This design comes from an exercise in tuning for small area on the open sky130 flow, not from production work.
The RTL was checked by simulation tests, not by an equivalence proof against the original design.
The flow treats the clock pin as an ideal source, which a real chip does not have.
No activity file was given, so power comes from the tool's default toggle rates.

Design quantizer, start of the top module:
module quantizer (
	input  wire              clk,
	input  wire              srst_n,
	input  wire              enable,
	input  wire              mode,
	input  wire [64*11-1:0]  dct,
	output wire [64*11-1:0]  q,
	output wire              valid
);
Size: about 680 flip-flops, about 1400 I/O pins, about 19000 um^2 of cells after synthesis.
clock: 5.0 ns
lec_check: 0
cap_margin: 20
core_area: 100 100 320 320
die_area: 0 0 420 420
slew_margin: 20
standard.sh (not shown) runs the stock make flow with config.mk's settings and CLKGATE_MAP_FILE= SYNTH_SCRIPT=/design/flow/synth_recipe.tcl, a recipe that flattens the netlist after the stock synthesis.
==> flow/flow/run.sh <==
#!/bin/bash
# Standard ORFS layout (the standard.sh) with these changes:
#  - synthesis: after elaboration, the coarse lanes' gate modules are bound
#    to the sky130hd cells they describe (canon.tcl, cells.v), and there is
#    no half/full-adder extraction, so ABC maps the few increments itself;
#  - ports get the smallest buffer (buf_1);
#  - the clock tree is built by clock_tree.tcl: the registers in 36 groups
#    of equal size by position, a clkbuf_8 per group and one clkbuf_16 root.
# All tool output goes to standard.log in this folder (and ORFS's own logs
# under orfs/logs).
set -euo pipefail
cd "$(dirname "$0")/.."
here="$PWD"
bash standard.sh \
	ADDER_MAP_FILE= \
	SYNTH_CANONICALIZE_TCL="$here/flow/canon.tcl" \
	QUANT_CELLS_V="$here/flow/cells.v" \
	BUFFER_PORTS_ARGS="-buffer_cell sky130_fd_sc_hd__buf_1" \
	PRE_CTS_TCL="$here/flow/clock_tree.tcl" \
	CTS_ARGS="-clk_nets clk -dont_use_dummy_load -buf_list sky130_fd_sc_hd__clkbuf_8" \
	finish > standard.log 2>&1
==> flow/flow/canon.tcl <==
# Runs inside ORFS's canonicalize step, after the design is elaborated.
# 1. The RTL's small gate modules are replaced by the sky130hd cells they
#    describe, so the coarse lanes keep the gates as written.
# 2. Each lane's rounding module (quant_round_stage, combinational, no
#    registers) is mapped to cells on its own with ABC, before the design
#    is flattened. Registers are untouched.
read_verilog -overwrite $::env(QUANT_CELLS_V)
hierarchy -check -top $::env(DESIGN_NAME)
set dont_use {}
foreach cell $::env(DONT_USE_CELLS) { lappend dont_use -dont_use $cell }
set libs {}
foreach lib $::env(LIB_FILES) { lappend libs -liberty $lib }
yosys proc *quant_round_stage
yosys opt *quant_round_stage
yosys techmap *quant_round_stage
yosys opt -fast *quant_round_stage
yosys abc {*}$libs {*}$dont_use *quant_round_stage
yosys opt_clean *quant_round_stage
==> flow/flow/clock_tree.tcl <==
# Sourced by ORFS cts.tcl before clock_tree_synthesis (PRE_CTS_TCL); the
# CTS call that follows is limited to the net clk, which then has only the
# root buffer as its sink, so it adds nothing.
# Two-level clock tree: the registers are split into NX x NY groups of
# equal size by position (columns by x, then rows by y within a column);
# each group gets a leaf buffer at its centre, and one root buffer at the
# centre of the leaves drives them all from the clock port.
set nx 6
set ny 6
set leaf_master sky130_fd_sc_hd__clkbuf_8
set root_master sky130_fd_sc_hd__clkbuf_16
set block [ord::get_db_block]
set clk_net [$block findNet clk]
set sinks {}
foreach it [$clk_net getITerms] {
  set inst [$it getInst]
  lassign [$inst getLocation] x y
  lappend sinks [list $it $x $y]
}
set n [llength $sinks]
set sinks [lsort -integer -index 1 $sinks]
set cols {}
for {set i 0} {$i < $nx} {incr i} {
  set a [expr {$i * $n / $nx}]
  set b [expr {($i + 1) * $n / $nx - 1}]
  lappend cols [lrange $sinks $a $b]
}
set groups {}
foreach col $cols {
  set col [lsort -integer -index 2 $col]
  set m [llength $col]
  for {set j 0} {$j < $ny} {incr j} {
    set a [expr {$j * $m / $ny}]
    set b [expr {($j + 1) * $m / $ny - 1}]
    lappend groups [lrange $col $a $b]
  }
}
set lm [[ord::get_db] findMaster $leaf_master]
set rm [[ord::get_db] findMaster $root_master]
set root_net [odb::dbNet_create $block clknet_root]
$root_net setSigType CLOCK
set k 0
set lx 0; set ly 0
foreach g $groups {
  set sx 0; set sy 0
  foreach s $g { incr sx [lindex $s 1]; incr sy [lindex $s 2] }
  set cx [expr {$sx / [llength $g]}]
  set cy [expr {$sy / [llength $g]}]
  set buf [odb::dbInst_create $block $lm clkbuf_leaf_$k]
  $buf setLocation $cx $cy
  $buf setPlacementStatus PLACED
  set net [odb::dbNet_create $block clknet_leaf_$k]
  $net setSigType CLOCK
  foreach s $g {
    set it [lindex $s 0]
    $it disconnect
    $it connect $net
  }
  [$buf findITerm X] connect $net
  [$buf findITerm A] connect $root_net
  incr lx $cx; incr ly $cy
  incr k
}
set root [odb::dbInst_create $block $rm clkbuf_root]
$root setLocation [expr {$lx / $k}] [expr {$ly / $k}]
$root setPlacementStatus PLACED
[$root findITerm A] connect $clk_net
[$root findITerm X] connect $root_net
puts "clock tree: $n sinks in $k groups"
Other scripts of this flow, unchanged in this note and not shown: flow/flow/cells.v
The starting point completed without violations.
Change:
--- a/flow/config.mk
+++ b/flow/config.mk
@@ -8,3 +8,3 @@
 export CAP_MARGIN = 20
-export CORE_AREA = 100 100 320 320
+export CORE_AREA = 125 125 295 295
 export DIE_AREA = 0 0 420 420
This time the run finished but failed the layout checks on antenna rules.
Hold slack is about the same.
Maximum frequency went up by a few percent.
Cell area went down slightly.
Worst setup slack gains 80 ps.
Total power went up slightly.
Synthesized area does not change.
Die area is unchanged.
Critical path depth is unchanged.
Wire length went up by a quarter to a third.
Change:
--- a/flow/flow/run.sh
+++ b/flow/flow/run.sh
@@ -6,4 +6,4 @@
 #  - ports get the smallest buffer (buf_1);
-#  - the clock tree is built by clock_tree.tcl: the registers in 36 groups
-#    of equal size by position, a clkbuf_8 per group and one clkbuf_16 root.
+#  - the clock tree is built by clock_tree.tcl: the registers in 35 groups
+#    of equal size by position, a clkbuf_8 per group and one clkbuf_8 root.
 # All tool output goes to standard.log in this folder (and ORFS's own logs
--- a/flow/flow/clock_tree.tcl
+++ b/flow/flow/clock_tree.tcl
@@ -7,6 +7,6 @@
 # centre of the leaves drives them all from the clock port.
-set nx 6
-set ny 6
+set nx 5
+set ny 7
 set leaf_master sky130_fd_sc_hd__clkbuf_8
-set root_master sky130_fd_sc_hd__clkbuf_16
+set root_master sky130_fd_sc_hd__clkbuf_8
 set block [ord::get_db_block]
--- a/flow/config.mk
+++ b/flow/config.mk
@@ -8,3 +8,3 @@
 export CAP_MARGIN = 20
-export CORE_AREA = 125 125 295 295
+export CORE_AREA = 120 120 300 300
 export DIE_AREA = 0 0 420 420
After rerunning: With this change the flow ran to the end with no violations. Area after synthesis does not change. Final cell count increases by 2.1%. First-iteration DRC count decreases by 21%. Clock power stays flat. Utilization decreases by 7.0 points. Design area barely changes. Sequential cell count stays the same. Maximum frequency decreases by 3.1%. Total power decreases by 0.90%. Critical path depth stays the same. Setup slack loses 93 ps.
Change:
--- a/flow/flow/run.sh
+++ b/flow/flow/run.sh
@@ -6,4 +6,4 @@
 #  - ports get the smallest buffer (buf_1);
-#  - the clock tree is built by clock_tree.tcl: the registers in 35 groups
-#    of equal size by position, a clkbuf_8 per group and one clkbuf_8 root.
+#  - the clock tree is built by clock_tree.tcl: the registers in 36 groups
+#    of equal size by position, a clkbuf_8 per group and one clkbuf_16 root.
 # All tool output goes to standard.log in this folder (and ORFS's own logs
==> flow/flow/canon.tcl (replaced) <==
# Runs inside ORFS's canonicalize step, after the design is elaborated:
# the RTL's small gate modules are replaced by the cells they describe,
# so ABC leaves those lanes as written. Registers are untouched.
read_verilog -overwrite $::env(QUANT_CELLS_V)
hierarchy -check -top $::env(DESIGN_NAME)
--- a/flow/flow/clock_tree.tcl
+++ b/flow/flow/clock_tree.tcl
@@ -7,6 +7,6 @@
 # centre of the leaves drives them all from the clock port.
-set nx 5
-set ny 7
+set nx 6
+set ny 6
 set leaf_master sky130_fd_sc_hd__clkbuf_8
-set root_master sky130_fd_sc_hd__clkbuf_8
+set root_master sky130_fd_sc_hd__clkbuf_16
 set block [ord::get_db_block]
--- a/flow/config.mk
+++ b/flow/config.mk
@@ -8,3 +8,3 @@
 export CAP_MARGIN = 20
-export CORE_AREA = 120 120 300 300
+export CORE_AREA = 125 125 295 295
 export DIE_AREA = 0 0 420 420
The new run ran to the end with no violations.
Global-route usage increases by 0.78 points.
Total power increases slightly.
Hold slack stays flat.
Setup slack improves by 180 ps.
Combinational power increases by a few percent.
Routed wire length increases by a few percent.
Change:
==> flow/flow/canon.tcl (replaced) <==
# Runs inside ORFS's canonicalize step, after the design is elaborated.
# 1. The RTL's small gate modules are replaced by the sky130hd cells they
#    describe, so the coarse lanes keep the gates as written.
# 2. Each lane's rounding module (quant_round_stage, combinational, no
#    registers) is mapped to cells on its own with ABC, before the design
#    is flattened. Registers are untouched.
read_verilog -overwrite $::env(QUANT_CELLS_V)
hierarchy -check -top $::env(DESIGN_NAME)
set dont_use {}
foreach cell $::env(DONT_USE_CELLS) { lappend dont_use -dont_use $cell }
set libs {}
foreach lib $::env(LIB_FILES) { lappend libs -liberty $lib }
yosys proc *quant_round_stage
yosys opt *quant_round_stage
yosys techmap *quant_round_stage
yosys opt -fast *quant_round_stage
yosys abc {*}$libs {*}$dont_use *quant_round_stage
yosys opt_clean *quant_round_stage
--- a/flow/config.mk
+++ b/flow/config.mk
@@ -8,3 +8,3 @@
 export CAP_MARGIN = 20
-export CORE_AREA = 125 125 295 295
+export CORE_AREA = 120 120 300 300
 export DIE_AREA = 0 0 420 420
Effect:
- The new run finished clean
- first-iteration DRC count is higher slightly
- clock power hardly moves
- worst setup slack improved by 23 ps
- die area stays the same
- worst hold slack gains 11 ps
- sequential cell count stays the same

-- re-timing with driven ports --
The results above use ideal ports. As a check the final layouts listed here were re-extracted and re-timed, cells and wires unchanged. Step 1 (the two cells are an assumption about what drives the block):
set clk [get_ports {clk}]
set_driving_cell -lib_cell sky130_fd_sc_hd__clkbuf_16 $clk
set_driving_cell -lib_cell sky130_fd_sc_hd__buf_2 [delete_from_list [all_inputs] $clk]
Step 2 times the ports against the registers' clock, not the clock port: input delays grow and output delays shrink by t, the midpoint of the rising clock arrivals with the driver on. Slacks: ideal / step 1 / step 2; pairs: ideal / step 1.
| run | t (ns) | setup WS [ns] | worst setup path after step 2 |
|---|---|---|---|
| the first run | 0.667 | 2.067 / 1.997 / 2.664 | register to output |
| the second run | 0.646 | 2.147 / 2.062 / 2.708 | register to output |
| the third run | 0.812 | 2.054 / 1.960 / 2.754 | input to register |
| the fourth run | 0.643 | 2.229 / 2.152 / 2.686 | input to register |
| the fifth run | 0.650 | 2.253 / 2.177 / 2.734 | input to register |
